This design comes from an exercise in tuning for small area, a short achievable clock period and few clock cycles per item on the open sky130 flow, not from production work.

## fp_div_top
module fp_div_top
(
    input  wire logic                        clk,
    input  wire logic                        reset,
    input  wire logic                        in_valid,
    input  wire logic [8+23:0] a,
    input  wire logic [8+23:0] b,
    output logic                             out_valid,
    output logic [8+23:0]     result,
    output logic                             exception,
    output logic                             overflow,
    output logic                             underflow
);
    localparam int NST = 12;
    localparam int R   = 1;
    logic                  st_valid  [0:NST];
    logic                  st_sign   [0:NST];
    logic [8-1:0]  st_a_exp;
    logic [8-1:0]  st_b_exp;
    logic                  st_exc;
    logic                  st_zero;
    fp_div_pkg::exp_t      st_exp_lo;
    logic [8:0]    st_ecode  [0:NST];
    logic [23-1:0]  st_b_frac [0:NST];
    fp_div_pkg::rem_t      st_s      [0:NST];
    fp_div_pkg::rem_t      st_c      [0:NST];
    fp_div_pkg::dig_t      st_qs     [0:NST];
    fp_div_pkg::dig_t      st_q1     [0:NST];
    fp_div_pkg::dig_t      st_q2     [0:NST];
  ...
Size: ~3,600 cells after synthesis, ~100 I/O pins, about 43,000 um^2 of cells after synthesis.
==> flow/config.mk <==
export PLATFORM = sky130hd
export DESIGN_NAME = fp_div_top
export DESIGN_NICKNAME = fp_div_top
export VERILOG_FILES = /design/flow/design.v
export SDC_FILE = /design/flow/constraint.sdc
export NUM_CORES = 4
export LEC_CHECK = 0
export CAP_MARGIN = 20
export CORE_MARGIN = 2
export CORE_UTILIZATION = 40
export CTS_CLUSTER_DIAMETER = 150
export CTS_CLUSTER_SIZE = 26
export SLEW_MARGIN = 20
export TNS_END_PERCENT = 50
==> flow/constraint.sdc <==
create_clock -name core_clock -period 15.0 [get_ports {clk}]
set_input_delay 3.0000 -clock core_clock [delete_from_list [all_inputs] [get_ports {clk}]]
set_output_delay 3.0000 -clock core_clock [all_outputs]
set_load 0.01 [all_outputs]
standard.sh (not shown) runs the stock make flow with config.mk's settings and CLKGATE_MAP_FILE= SYNTH_SCRIPT=/design/flow/synth_recipe.tcl, a recipe that flattens the netlist after the stock synthesis.
==> flow/flow/run.sh <==
#!/bin/bash
# Standard synthesis, then the standard layout with repair_timing aiming for
# extra setup slack (the SDC and the clock period are unchanged), and the
# smallest buffer on each port.
set -euo pipefail
bash standard.sh synth > synth.log 2>&1
bash standard.sh SETUP_SLACK_MARGIN=10.8 "BUFFER_PORTS_ARGS=-buffer_cell sky130_fd_sc_hd__buf_1" finish > layout.log 2>&1
Then changed:
Settings changed: TNS_END_PERCENT 50 to default.
=> Worst setup slack gains 0.080 ns; critical path depth does not change; core utilization barely changes; final area is about the same; global-route usage is about the same; worst hold slack gains 0.020 ns; final cell count stays flat.
Then changed:
Settings changed: CTS_CLUSTER_DIAMETER 150 to 160, CTS_CLUSTER_SIZE 26 to 30.
=> The changed run produced a clean layout. Via count barely changes. First-iteration DRC count grows by 2.5%. Clock-buffer cell count decreases by 7. Worst hold slack loses 0.0054 ns.
Then changed:
Settings changed: CORE_UTILIZATION 40 to 60, CTS_CLUSTER_DIAMETER 160 to 150, CTS_CLUSTER_SIZE 30 to 26, PLACE_DENSITY from default to 0.72.
What happened: The new run produced a clean layout; first-iteration DRC count goes down by 18%; count of clock-buffer cells in the layout goes up by 6; cell area drops by 0.85%.
No run of this note included a check of the RTL's function; only the layout flow was run.

========
Starting RTL as in the previous note.
Settings: LEC_CHECK=0, CAP_MARGIN=20, CORE_MARGIN=2, CORE_UTILIZATION=40, CTS_CLUSTER_DIAMETER=150, CTS_CLUSTER_SIZE=26, SLEW_MARGIN=20; clock period 15.0 ns.
==> flow/flow/run.sh <==
#!/bin/bash
# Standard synthesis, then the standard layout with repair_timing aiming for
# extra setup slack (the SDC and the clock period are unchanged), and the
# smallest buffer on each port.
set -euo pipefail
bash standard.sh synth > synth.log 2>&1
bash standard.sh SETUP_SLACK_MARGIN=10.8 "CTS_ARGS=-sink_clustering_enable -repair_clock_nets -sink_clustering_size 26 -sink_clustering_max_diameter 150 -num_static_layers 1" "BUFFER_PORTS_ARGS=-buffer_cell sky130_fd_sc_hd__buf_1" finish > layout.log 2>&1
Next try:
==> flow/flow/run.sh (replaced) <==
#!/bin/bash
# Standard synthesis, then the standard layout with repair_timing aiming for
# extra setup slack (the SDC and the clock period are unchanged), and the
# smallest buffer on each port.
set -euo pipefail
bash standard.sh synth > synth.log 2>&1
bash standard.sh SETUP_SLACK_MARGIN=10.9 "BUFFER_PORTS_ARGS=-buffer_cell sky130_fd_sc_hd__buf_1" finish > layout.log 2>&1
Effect: The changed run went through all stages and came out clean. Critical path depth is unchanged. Worst setup slack gets better by 0.0068 ns. Final area grows slightly. Die area stays the same.
Next try:
--- a/flow/flow/run.sh
+++ b/flow/flow/run.sh
@@ -5,3 +5,3 @@
 set -euo pipefail
 bash standard.sh synth > synth.log 2>&1
-bash standard.sh SETUP_SLACK_MARGIN=10.9 "BUFFER_PORTS_ARGS=-buffer_cell sky130_fd_sc_hd__buf_1" finish > layout.log 2>&1
+bash standard.sh SETUP_SLACK_MARGIN=10.8 "BUFFER_PORTS_ARGS=-buffer_cell sky130_fd_sc_hd__buf_1" finish > layout.log 2>&1
- ABC_AREA: default -> 1
After rerunning: The new run finished clean; routed wire length goes up by about 11%; final cell count is higher by about 13%.
No functional check of the RTL was part of any run of this note.

[re-timing with driven ports]
The flow's constraints put no driver on any port. The routed layouts listed below were extracted and timed again, unchanged, in two steps.
Step 1: set_driving_cell puts a clkbuf_16 on clk and a buf_2 on each other input, an assumption about the parent block.
Step 2 moves the port delays by t, midway between the first and last clock arrival at a register: inputs arrive t later, outputs are due t later. That takes back most of the time a late clock gives input paths.
Slacks: ideal / step 1 / step 2; pairs: ideal / step 1.
| run | t, ns | slack for setup (ns) | worst setup path at the end | clock arrival spread, ns | worst register clock-pin slew, ns |
|---|---|---|---|---|---|
| the first run of note 1 | 0.701 | 10.789 / 10.721 / 10.285 | input to register | 0.063 / 0.063 | 0.10 / 0.10 |
| the second run of note 1 | 0.689 | 10.869 / 10.798 / 10.295 | input to register | 0.033 / 0.033 | 0.10 / 0.10 |
| the third run of note 1 | 0.701 | 10.845 / 10.777 / 10.383 | input to register | 0.047 / 0.047 | 0.11 / 0.11 |
| the fourth run of note 1 | 0.683 | 10.831 / 10.769 / 10.259 | input to register | 0.040 / 0.040 | 0.10 / 0.10 |
| the first run of note 2 | 0.703 | 10.852 / 10.782 / 10.298 | input to register | 0.035 / 0.035 | 0.10 / 0.10 |
| the second run of note 2 | 0.694 | 10.859 / 10.791 / 10.375 | input to register | 0.029 / 0.028 | 0.10 / 0.10 |
| the third run of note 2 | 0.719 | 10.851 / 10.786 / 10.395 | input to register | 0.037 / 0.036 | 0.10 / 0.10 |
After both steps every run listed still meets setup and hold. The setup slack of the second run of note 1, which loses most, moves by -0.071 ns with the drivers and by -0.574 ns with both steps.
